Context: an optimization exercise on an open-source flow, tuned for small area, a short achievable clock period and few clock cycles per item. The choices shown serve that exercise and are no tape-out recipe. RTL that was checked went through simulation tests only; none was proved equivalent to the original. For run 1, only the layout was checked, not whether the RTL still works.

==> flow/design.v <==
`timescale 1ns / 1ps
`default_nettype none
package nsr_pkg;
   localparam int TOL_WIDTH   = 16;
   localparam int CAP_WIDTH   = 7;
   localparam int CSR_WIDTH   = 16;
   localparam int INDEX_WIDTH = 1;
   typedef logic [INDEX_WIDTH-1:0] csr_index_type;
   localparam csr_index_type CSR_TOLERANCE     = 1'b0;
   localparam csr_index_type CSR_ITERATION_CAP = 1'b1;
   localparam logic [TOL_WIDTH-1:0] TOLERANCE_RESET     = 16'd7;
   localparam logic [CAP_WIDTH-1:0] ITERATION_CAP_RESET = 7'd32;
endpackage
`default_nettype wire
`timescale 1ns / 1ps
`default_nettype none
module nsr_divider #(
   parameter int VALUE_WIDTH = 32,
   parameter int STEPS       = 2
) (
   input  wire logic [VALUE_WIDTH-1:0] rem_in,
   input  wire logic [STEPS-1:0]       num_bits,    
   input  wire logic [VALUE_WIDTH-1:0] divisor,
   output logic      [VALUE_WIDTH-1:0] rem_out,
   output logic      [STEPS-1:0]       quot_bits    
);
   logic [VALUE_WIDTH-1:0] rem [STEPS+1];
   logic [VALUE_WIDTH:0]   shifted [STEPS];
   logic [VALUE_WIDTH+1:0] diff [STEPS];
   always_comb begin
      rem[0] = rem_in;
      for (int i = 0; i < STEPS; i++) begin
         shifted[i] = {rem[i], num_bits[STEPS-1-i]};
         diff[i]    = {1'b0, shifted[i]} - {2'b00, divisor};
         quot_bits[STEPS-1-i] = !diff[i][VALUE_WIDTH+1];
         rem[i+1]   = diff[i][VALUE_WIDTH+1] ? shifted[i][VALUE_WIDTH-1:0]
                                             : diff[i][VALUE_WIDTH-1:0];
      end
      rem_out = rem[STEPS];
   end
endmodule
`default_nettype wire
`timescale 1ns / 1ps
`default_nettype none
module newton_square_root #(
   parameter int FRACTION_BITS = 16,
   parameter int VALUE_WIDTH   = 32,
   parameter int STEPS         = 2
) (
   input  wire logic                          clock,
   input  wire logic                          reset,
   input  wire logic                          csr_write_enable,
   input  wire nsr_pkg::csr_index_type        csr_index,
   input  wire logic [nsr_pkg::CSR_WIDTH-1:0] csr_write_data,
   input  wire logic                          req_valid,
   output logic                               req_stall,
   input  wire logic [VALUE_WIDTH-1:0]        req_radicand,
   output logic                               rsp_valid,
   input  wire logic                          rsp_stall,
   output logic [VALUE_WIDTH-1:0]             rsp_root,
   output logic [nsr_pkg::CAP_WIDTH-1:0]      rsp_rounds_used,
   output logic                               rsp_cap_reached
);
   localparam int CW = nsr_pkg::CAP_WIDTH;
   localparam int TW = nsr_pkg::TOL_WIDTH;
   localparam int FW = FRACTION_BITS;
   localparam int VW = VALUE_WIDTH;
   localparam int DIV_CYCLES = VW / STEPS;
   localparam int CNT_W = $clog2(DIV_CYCLES);
   localparam logic [VW-1:0] ONE_FIXED = VW'(1) << FW;
   typedef enum logic [1:0] {
      PH_IDLE = 2'd0,
      PH_DIV  = 2'd1,
      PH_UPD  = 2'd2,
      PH_DONE = 2'd3
   } phase_type;
   phase_type           phase_ff, phase_in;
   logic                pend_ff, pend_in;         
   logic [TW-1:0]       tolerance_ff, tolerance_in;
   logic [CW-1:0]       cap_ff, cap_in;
   logic [VW-1:0]       rad_ff, rad_in;
   logic [VW-1:0]       guess_ff, guess_in;
   logic [VW-1:0]       rem_ff, rem_in;
   logic [VW-1:0]       nq_ff, nq_in;             
   logic                ovf_ff, ovf_in;
   logic [CNT_W-1:0]    cnt_ff, cnt_in;
   logic [CW-1:0]       rounds_ff, rounds_in;
   logic                over_ff, over_in;
   logic [VW-1:0]       rem_step;
   logic [STEPS-1:0]    quot_bits;
   logic [VW-1:0]       quot;
   logic [VW:0]         sum;
   logic [VW:0]         diff;
   logic [VW-1:0]       mag;
   logic                err_over;
   logic [CW-1:0]       rounds_next;
   logic [CW-1:0]       cap_eff;
   logic                take_rsp;
   logic                accept;
   nsr_divider #(
      .VALUE_WIDTH (VW),
      .STEPS       (STEPS)
   ) u_divider (
      .rem_in    (rem_ff),
      .num_bits  (nq_ff[VW-1 -: STEPS]),
      .divisor   (guess_ff),
      .rem_out   (rem_step),
      .quot_bits (quot_bits)
   );
   assign quot     = ovf_ff ? '1 : nq_ff;
   assign sum      = {1'b0, quot} + {1'b0, guess_ff};
   assign diff     = {1'b0, guess_ff} - {1'b0, quot};
   assign mag      = diff[VW:1] ^ {VW{diff[VW]}};
   assign err_over = diff[VW] ? (mag >= VW'(tolerance_ff)) : (mag > VW'(tolerance_ff));
   assign rounds_next = rounds_ff + 1'b1;
   assign cap_eff  = (cap_ff == '0) ? CW'(1) : cap_ff;
   assign take_rsp  = (phase_ff == PH_DONE) && !rsp_stall;
   assign req_stall = !((phase_ff == PH_IDLE) || (phase_ff == PH_DONE && !pend_ff));
   assign accept    = req_valid && !req_stall;
   always_comb begin
      tolerance_in = tolerance_ff;
      cap_in       = cap_ff;
      if (csr_write_enable) begin
         if (csr_index == nsr_pkg::CSR_TOLERANCE) tolerance_in = csr_write_data;
         else                                     cap_in = csr_write_data[CW-1:0];
      end
   end
   always_comb begin
      phase_in  = phase_ff;
      pend_in   = pend_ff;
      rad_in    = rad_ff;
      guess_in  = guess_ff;
      rem_in    = rem_ff;
      nq_in     = nq_ff;
      ovf_in    = ovf_ff;
      cnt_in    = cnt_ff;
      rounds_in = rounds_ff;
      over_in   = over_ff;
      unique case (phase_ff)
         PH_IDLE: begin
            if (req_valid) begin
               rad_in    = req_radicand;
               nq_in     = req_radicand;
               ovf_in    = 1'b0;
               guess_in  = ONE_FIXED;
               rounds_in = '0;
               phase_in  = PH_UPD;
            end
         end
         PH_DIV: begin
            rem_in = rem_step;
            nq_in  = {nq_ff[VW-STEPS-1:0], quot_bits};
            cnt_in = cnt_ff + 1'b1;
            if (cnt_ff == CNT_W'(DIV_CYCLES - 1)) phase_in = PH_UPD;
         end
         PH_UPD: begin
            guess_in  = sum[VW:1];
            rounds_in = rounds_next;
            over_in   = err_over;
            rem_in    = VW'(rad_ff[VW-1:FW]);
            nq_in     = {rad_ff[FW-1:0], {(VW-FW){1'b0}}};
            cnt_in    = '0;
            ovf_in    = (sum[VW:FW+1] == '0) && (rad_ff[VW-1:FW] >= sum[FW:1]);
            if (err_over && rounds_next < cap_eff) phase_in = PH_DIV;
            else                                   phase_in = PH_DONE;
         end
         PH_DONE: begin
            if (!pend_ff && req_valid) begin
               rad_in  = req_radicand;
               nq_in   = req_radicand;
               pend_in = 1'b1;
            end
            if (!rsp_stall) begin
               if (pend_ff || req_valid) begin
                  ovf_in    = 1'b0;
                  guess_in  = ONE_FIXED;
                  rounds_in = '0;
                  phase_in  = PH_UPD;
               end else begin
                  phase_in  = PH_IDLE;
               end
               pend_in = 1'b0;
            end
         end
         default: phase_in = PH_IDLE;
      endcase
   end
   always_ff @(posedge clock) begin
      rad_ff    <= rad_in;
      guess_ff  <= guess_in;
      rem_ff    <= rem_in;
      nq_ff     <= nq_in;
      ovf_ff    <= ovf_in;
      cnt_ff    <= cnt_in;
      rounds_ff <= rounds_in;
      over_ff   <= over_in;
      if (reset) begin
         phase_ff     <= PH_IDLE;
         pend_ff      <= 1'b0;
         tolerance_ff <= nsr_pkg::TOLERANCE_RESET;
         cap_ff       <= nsr_pkg::ITERATION_CAP_RESET;
      end else begin
         phase_ff     <= phase_in;
         pend_ff      <= pend_in;
         tolerance_ff <= tolerance_in;
         cap_ff       <= cap_in;
      end
   end
   assign rsp_valid       = (phase_ff == PH_DONE);
   assign rsp_root        = guess_ff;
   assign rsp_rounds_used = rounds_ff;
   assign rsp_cap_reached = over_ff;
endmodule
`default_nettype wire
==> flow/run.sh <==
#!/bin/bash
# synth_recipe.tcl (not shown) runs the flow's synth.tcl, then flattens the netlist and writes it again
# the make line also repeats each setting of config.mk as NAME=value (left out here)
make -C /OpenROAD-flow-scripts/flow DESIGN_CONFIG=/design/flow/config.mk WORK_HOME=/design/flow/orfs CLKGATE_MAP_FILE= SYNTH_SCRIPT=/design/flow/synth_recipe.tcl finish
==> flow/config.mk <==
export PLATFORM = sky130hd
export DESIGN_NAME = newton_square_root
export DESIGN_NICKNAME = newton_square_root
export VERILOG_FILES = /design/flow/design.v
export SDC_FILE = /design/flow/constraint.sdc
export NUM_CORES = 4
export LEC_CHECK = 0
export CAP_MARGIN = 20
export CORE_MARGIN = 2
export CORE_UTILIZATION = 40
export SLEW_MARGIN = 20
==> flow/constraint.sdc <==
create_clock -name core_clock -period 7.5 [get_ports {clock}]
set_input_delay 1.5000 -clock core_clock [delete_from_list [all_inputs] [get_ports {clock}]]
set_output_delay 1.5000 -clock core_clock [all_outputs]
set_load 0.01 [all_outputs]
==> results of run 1 <==
-- final cells by class --
class / count / area [um^2]
clock buffer: 20 / 447
clock inverter: 12 / 136
fill: 3687 / 20100
inverter: 154 / 578
multi-input combinational: 1355 / 9600
sequential: 167 / 4750
tap: 511 / 639
timing repair buffer: 124 / 1210
-- per-stage QoR --
stage / cells / hold WS [ps] / instance area (um^2)
after floorplan: 1743 / 433 / 15200
after global placement: 2303 / 448 / 16700
after detailed placement: 2304 / 448 / 16700
after CTS: 2336 / 458 / 17300
after global routing: 2343 / 482 / 17400
final: 2343 / 455 / 17400
-- registers in the layout, summed over array words and instances (netlist names) --
name          cells
cap_ff            7
over_ff           1
rounds_ff         7
ovf_ff            1
pend_ff           1
rem_ff           32
rad_ff           32
guess_ff         32
tolerance_ff     16
phase_ff          2
cnt_ff            4
nq_ff            32
-- critical path, stage by stage (launching register included) --
cell      delay (ps)
edfxtp_1         420
inv_1            100
ha_1             360
o21a_1           130
o31a_1           220
o31ai_1           90
buf_4            150
o211ai_1         300
a211oi_1         220
o311a_1          450
o21ai_4          410
mux2_2           400
ha_1             370
o21a_1           160
o31a_1           200
o311a_1          240
a41oi_1          290
or4_1            560
o211ai_1         210
nand4_1          180
a31oi_1          550
nor2b_2          340
o311ai_1         440
-- metal layers --
metal	part of all wire [%]	up-vias	global-route usage (%)
li1	-	6428	-
met1	47	6316	32.9
met2	46	372	36.8
met3	5.3	41	2.56
met4	1.6	0	5.91
met5	0	-	0
-- logic make-up (layout without fill, tap and decap cells) --
group | after synthesis | count (layout) | synth area share, %
xor gates and xnor gates | 126 | 126 | 7.38
muxes | 33 | 33 | 2.30
AOI/OAI and AO/OA | 494 | 494 | 21.6
buffers and inverters | 222 | 310 | 5.75
and+or+nand+nor | 523 | 524 | 16.7
adders and majority gates | 178 | 178 | 14.9
DFF | 167 | 167 | 31.4
-- synthesized netlist by cell type (all sizes together) (15+ instances only) --
cell type / n
xor2: 27
o21ai: 93
buf: 21
o31ai: 16
nor2: 167
nor2b: 28
or2: 38
clkbuf: 47
nand4: 15
a21o: 47
a21oi: 165
nand3: 55
mux2i: 19
edfxtp: 141
xnor2: 99
nor3: 23
ha: 174
dfxtp: 26
nand2: 111
and2: 21
o21bai: 16
a22oi: 17
nand2b: 19
inv: 153
-- worst max path at each step --
stage / from / endpoint / cells past startpoint
after floorplan: guess_ff[1]$_SDFFCE_PN0P_ / rem_ff[11]$_DFFE_PN_ / 26
final: guess_ff[2]$_SDFFCE_PN0P_ / rem_ff[15]$_DFFE_PN_ / 22
after global placement: guess_ff[2]$_SDFFCE_PN0P_ / rem_ff[24]$_SDFFCE_PP0N_ / 24
after CTS: guess_ff[2]$_SDFFCE_PN0P_ / rem_ff[27]$_SDFFCE_PP0N_ / 24
after detailed placement: guess_ff[1]$_SDFFCE_PN0P_ / rem_ff[27]$_SDFFCE_PP0N_ / 24
after global routing: guess_ff[3]$_SDFFCE_PN0P_ / rem_ff[15]$_DFFE_PN_ / 22
==> notes.md, run 1 <==
status no timing/DRC/antenna violations; Clock Skews 14.1 ps; area growth from synthesis to layout 14.5%; Detail Placement HPWL 35.1 mm; Final Util 46.3%; crit path time final 7010 ps; Ant. Diodes 0; WHS Path Cells 2; area of the die 0.0395 mm^2; Hold Crit Class reg2reg; top cells by area, synth edfxtp_1 28%, ha_1 14%, xnor2_1 5.6%; Gate Count Post-Synth 1743; f_max 143 MHz; final layout net count 2051; post-route ant nets 0; number of synthesized register bits 167; row cnt 71; max-slew violations 0; Synth Net Count 1975; ys async rst share 0%; CTS resizes 0; initial antenna violation count 0; Max-Cap Viols 0; commonest non-fill, non-tap cell in the layout ha_1; Worst setup EP type flop; CTS H-tree lvls 4; startpoint types flop; first-pass GRT wire length 70.0 mm; wire length per cell 19.1 um; io pins 96; DRT iter0 DRCs 957; core area 0.0375 mm^2; RSZ-0062 raised after global routing no; hold endpoint tolerance_ff[15]$_SDFFE_PP0P_; Yosys cell types 90; Worst Max-Slew Pin Slew 1030 ps; I/O Buffers 95; worst r2r path cells 22; FF-to-FF End rem_ff[15]$_DFFE_PN_; Routed Wire Length 44.8 mm; root buffer cell clkbuf_16; total gr overflow 0; Synth top area share 27.9%; Vias 13200; EDFF count, synth 141; clock transition at the registers of the reported paths 70 ps; Post-CTS Setup Bufs 0; gr usage total 22.9%; commonest non-fill, non-tap cells in the layout 171 x ha_1, 166 x nor2_1, 164 x a21oi_1, 152 x inv_1, 141 x edfxtp_1; # hold bufs at CTS 0; Worst EP required 7740 ps; Chip Width 199 um; pre-CTS setup slack 212 ps; Clk Latency, worst-skew pair 460 ps; Fin. Hold Viols 0; final worst setup slack 494 ps; crit path DAT 7240 ps; vias per cell 5.62; Max Buffers Root-to-Sink 2; R2R Path Start guess_ff[2]$_SDFFCE_PN0P_; worst reg2reg setup slack 490 ps; CTS buffer count 17; peak fanout along the critical path 18; Ys Warns 5; synthesized cell area 0.0152 mm^2; GPL Wtd Cong 0.949; Initial Util 40.4%; kind of critical path reg2reg; CTS tree done; Avg Cell Area, Syn 8.70 um^2; vias in the first global route 12600; ys flop type edfxtp_1; Vert. Die Dim 199 um; Max-slew headroom 31.1%; Seq/Total Area, Yosys 31.4%; setup violators final 0; largest area contributor in the synthesized netlist edfxtp_1; fraction of layout cells with a size suffix above 1 7.70%; setup_tns 0 ps; hold_sp tolerance_ff[15]$_SDFFE_PP0P_; period utilization 93.4%; largest net degree at the start of global routing 72; number of clock sinks 167; DRC errors left 0; Pre-Repair DR Iteration Count 7
==> run 2: changes to the inputs <==
--- a/flow/design.v
+++ b/flow/design.v
@@ -67,4 +67,5 @@
    localparam int VW = VALUE_WIDTH;
-   localparam int DIV_CYCLES = VW / STEPS;
-   localparam int CNT_W = $clog2(DIV_CYCLES);
+   localparam int DIV_CYCLES = (25 + STEPS - 1) / STEPS;
+   localparam int DIV_BITS   = DIV_CYCLES * STEPS;
+   localparam int CNT_W      = (DIV_CYCLES > 1) ? $clog2(DIV_CYCLES) : 1;
    localparam logic [VW-1:0] ONE_FIXED = VW'(1) << FW;
@@ -84,3 +85,3 @@
    logic [VW-1:0]       nq_ff, nq_in;             
-   logic                ovf_ff, ovf_in;
+   logic                ovf_ff, ovf_in;           
    logic [CNT_W-1:0]    cnt_ff, cnt_in;
@@ -97,4 +98,2 @@
    logic [CW-1:0]       cap_eff;
-   logic                take_rsp;
-   logic                accept;
    nsr_divider #(
@@ -104,3 +103,3 @@
       .rem_in    (rem_ff),
-      .num_bits  (nq_ff[VW-1 -: STEPS]),
+      .num_bits  (nq_ff[DIV_BITS-1 -: STEPS]),
       .divisor   (guess_ff),
@@ -116,5 +115,3 @@
    assign cap_eff  = (cap_ff == '0) ? CW'(1) : cap_ff;
-   assign take_rsp  = (phase_ff == PH_DONE) && !rsp_stall;
    assign req_stall = !((phase_ff == PH_IDLE) || (phase_ff == PH_DONE && !pend_ff));
-   assign accept    = req_valid && !req_stall;
    always_comb begin
@@ -152,2 +149,3 @@
             nq_in  = {nq_ff[VW-STEPS-1:0], quot_bits};
+            ovf_in = (guess_ff == '0);
             cnt_in = cnt_ff + 1'b1;
@@ -159,6 +157,5 @@
             over_in   = err_over;
-            rem_in    = VW'(rad_ff[VW-1:FW]);
-            nq_in     = {rad_ff[FW-1:0], {(VW-FW){1'b0}}};
+            rem_in    = VW'(rad_ff >> (DIV_BITS - FW));
+            nq_in     = VW'({rad_ff[DIV_BITS-FW-1:0], {FW{1'b0}}});
             cnt_in    = '0;
-            ovf_in    = (sum[VW:FW+1] == '0) && (rad_ff[VW-1:FW] >= sum[FW:1]);
             if (err_over && rounds_next < cap_eff) phase_in = PH_DIV;
==> notes.md, run 2 <==
status no timing/DRC/antenna violations; fin area 0.0169 mm^2; area growth from synthesis to layout 14.1%; Vias 13200; GPL Wtd Cong 0.930; Chip Width 197 um; final layout net count 2025; io pins 96; largest area contributor in the synthesized netlist edfxtp_1; Avg Cell Area, Syn 8.50 um^2; Vert. Die Dim 197 um; Max Buffers Root-to-Sink 2; DRT iter0 DRCs 1168; period utilization 92.5%; CTS tree done; worst r2r path cells 21; largest net degree at the start of global routing 77; cell breakdown of the critical path inv_1 -> ha_1 -> nor2b_1 -> o31a_1 -> o2111ai_1 -> a31o_2 -> a21o_1 -> o2111a_1 -> nor2_4 -> mux2_2 -> ha_1 -> a21o_1 -> a221oi_1 -> nand3_1 -> a221o_1 -> a221o_1 -> a311o_1 -> a211oi_1 -> o21ai_0 -> xnor2_1 -> a211oi_1; CP Depth 21; top cells by area, synth edfxtp_1 29%, ha_1 13%, a21oi_1 6.4%; post-route ant nets 0; number of clock sinks 167; Post-Layout Cell Count 2291; Fin. Hold Viols 0; Hold Crit Class reg2reg; ys async rst share 0%; slowest cell delay on critical path 590 ps; setup violators final 0; initial antenna violation count 5; Routed Wire Length 46.4 mm; startpoint types flop; Slowest cell on crit path edfxtp_1; Clock Skews 21.9 ps; CTS buffer count 17; fraction of layout cells with a size suffix above 1 7.24%; Ys Warns 5; placed instance count 2258; I/O Buffers 95; DRC errors left 0; Pre-Repair DR Iteration Count 5; Post-CTS Setup Bufs 0; R2R Path Start guess_ff[1]$_SDFFCE_PN0P_; core area 0.0365 mm^2; CTS H-tree lvls 4; crit path launch guess_ff[1]$_SDFFCE_PN0P_; Critical path destination rem_ff[30]$_SDFFCE_PP0N_; GRT busiest layer met2; kind of critical path reg2reg; RSZ-0062 raised after global routing no; crit path DAT 7210 ps; EDFF count, synth 141; Worst EP required 7780 ps; Synth top area share 28.6%; Worst setup EP type flop; critical path's top delay family compound AO/OA/AOI/OAI gates; ys flop type edfxtp_1; FF-to-FF End rem_ff[30]$_SDFFCE_PP0N_; wire length per cell 20.3 um; Max-slew headroom 32.8%; Synth Net Count 1960; met1 global-route usage 33.1%; placed cell areas 0.0163 mm^2; most frequent cell after synthesis a21oi_1; met3 usage 4.14%; Max-Cap Viols 0; Fillers 3540; hold_ws 457 ps; row cnt 70; max-slew violations 0; Gate Count Post-Synth 1745; number of synthesized register bits 167; met2 Use GR 38.5%; commonest non-fill, non-tap cell in the layout a21oi_1; first-pass GRT wire length 72.1 mm; Initial Util 40.6%; commonest cells in the netlist 190 x a21oi_1, 159 x inv_1, 157 x ha_1; Detail Placement HPWL 36.1 mm; setup_tns 0 ps; Yosys cell types 82; crit path time final 6940 ps; area of the die 0.0386 mm^2; peak fanout along the critical path 10; Ant. Diodes 0; clock transition at the registers of the reported paths 80 ps; worst reg2reg setup slack 560 ps; commonest non-fill, non-tap cells in the layout 188 x a21oi_1, 158 x inv_1, 155 x ha_1, 147 x nor2_1, 141 x edfxtp_1; f_max 144 MHz; vias in the first global route 12800; total gr overflow 0; vias per cell 5.77; synthesized cell area 0.0148 mm^2; Seq/Total Area, Yosys 32.1%; Worst Max-Slew Pin Slew 1010 ps; gr usage total 24.1%; crit path buf inv count 1; Clk Latency, worst-skew pair 460 ps; root buffer cell clkbuf_16
[run 2: cell count changes in the layout (fill, tap and decap cells not counted), moves of 8 or more]
cell | previous run | this run
a21oi_1 | 164 | 188
a2bb2oi_1 | 1 | 17
and3_1 | 13 | 21
ha_1 | 171 | 155
mux2i_1 | 19 | 4
nand2_1 | 111 | 125
nor2_1 | 166 | 147
nor3_1 | 23 | 33
nor4_1 | 5 | 15
[run 2: metrics by stage]
step           setup WS (ps)  utilization [%]
3_3_place_gp             627             44.6
5_1_grt                  108             46.3
2_1_floorplan           1400                -
4_1_cts                  507             46.2
6_report                 564             46.3
3_5_place_dp             572             44.6
[run 2: logic make-up (layout without fill, tap and decap cells)]
kind of cell | count (synthesis) | count (layout) | synth area share (%)
and+or+nand+nor | 541 | 541 | 17.7
AOI/OAI and AO/OA | 499 | 499 | 21.4
buffers and inverters | 231 | 309 | 6.03
DFF | 167 | 167 | 32.1
adders and majority gates | 161 | 161 | 13.8
xor gates and xnor gates | 124 | 124 | 7.33
muxes | 22 | 22 | 1.64
[run 2: repair_timing]
| item | 4_1_cts | 5_1_grt |
|---|---|---|
| endpoints found under the hold margin | 0 | 0 |
| hold buffers | 0 | 0 |
| setup endpoints to repair | 0 | 1 |
| resized for setup | 0 | 1 |
[run 2: tightest hold or removal path: stages (launching register included)]
cell and delay [ps]:
dfxtp_1 310, nand2_1 50, a21oi_1 50
[run 2: area by class of cell]
type	count	area (um^2)	share of cell area [%]
multi-input cells	1347	9250	54.7
flip-flops and latches	167	4750	28.1
repair buffers	118	1160	6.83
inverters	159	597	3.53
well taps	468	586	3.46
clock buffers	17	425	2.51
clock inverters	15	153	0.902
[run 2: routing by layer]
layer	up-vias	wire, um
met5	-	10
met4	2	1200
met3	67	3160
met2	446	20800
met1	6345	21200
li1	6367	-
[run 2: worst min-delay path by stage]
stage,slack [ps],depth (start not counted),start,to
4_1_cts,460,2,cap_ff[2]$_SDFFE_PP0P_,cap_ff[2]$_SDFFE_PP0P_
5_1_grt,480,2,tolerance_ff[11]$_SDFFE_PP0P_,tolerance_ff[11]$_SDFFE_PP0P_
3_5_place_dp,450,2,cap_ff[2]$_SDFFE_PP0P_,cap_ff[2]$_SDFFE_PP0P_
3_3_place_gp,450,2,cap_ff[2]$_SDFFE_PP0P_,cap_ff[2]$_SDFFE_PP0P_
2_1_floorplan,430,2,cap_ff[0]$_SDFFE_PP0P_,cap_ff[0]$_SDFFE_PP0P_
6_report,460,2,tolerance_ff[8]$_SDFFE_PP0P_,tolerance_ff[8]$_SDFFE_PP0P_
Testbench counts of run 2, summed over its fixed seeds: cycles 67,098, roots 512.

## separate check: timing with driven ports
No port has a modelled driver above. Below, the same layouts with a new extraction and two added sets of constraints. Step 1 sets driving cells, clkbuf_16 on the clock port and buf_2 on the other inputs (assumed; they add their load-dependent delay and slew). Step 2, shift: input delay + t, output delay - t, t = (earliest + latest rising clock arrival at the registers) / 2. This alone moves slack from input paths to output paths. Three values: ideal, step 1, step 2; two values: the first two.
run	t (ns)	setup slack, ns	hold slack, ns	worst register clock-pin slew, ns	worst slew at a driven data input, ns
run 1	0.501	0.494 / 0.494 / 0.494	0.455 / 0.455 / 0.455	0.08 / 0.08	0.04
run 2	0.498	0.564 / 0.564 / 0.564	0.457 / 0.457 / 0.457	0.09 / 0.09	0.05
After both steps setup and hold are still met in every run listed.
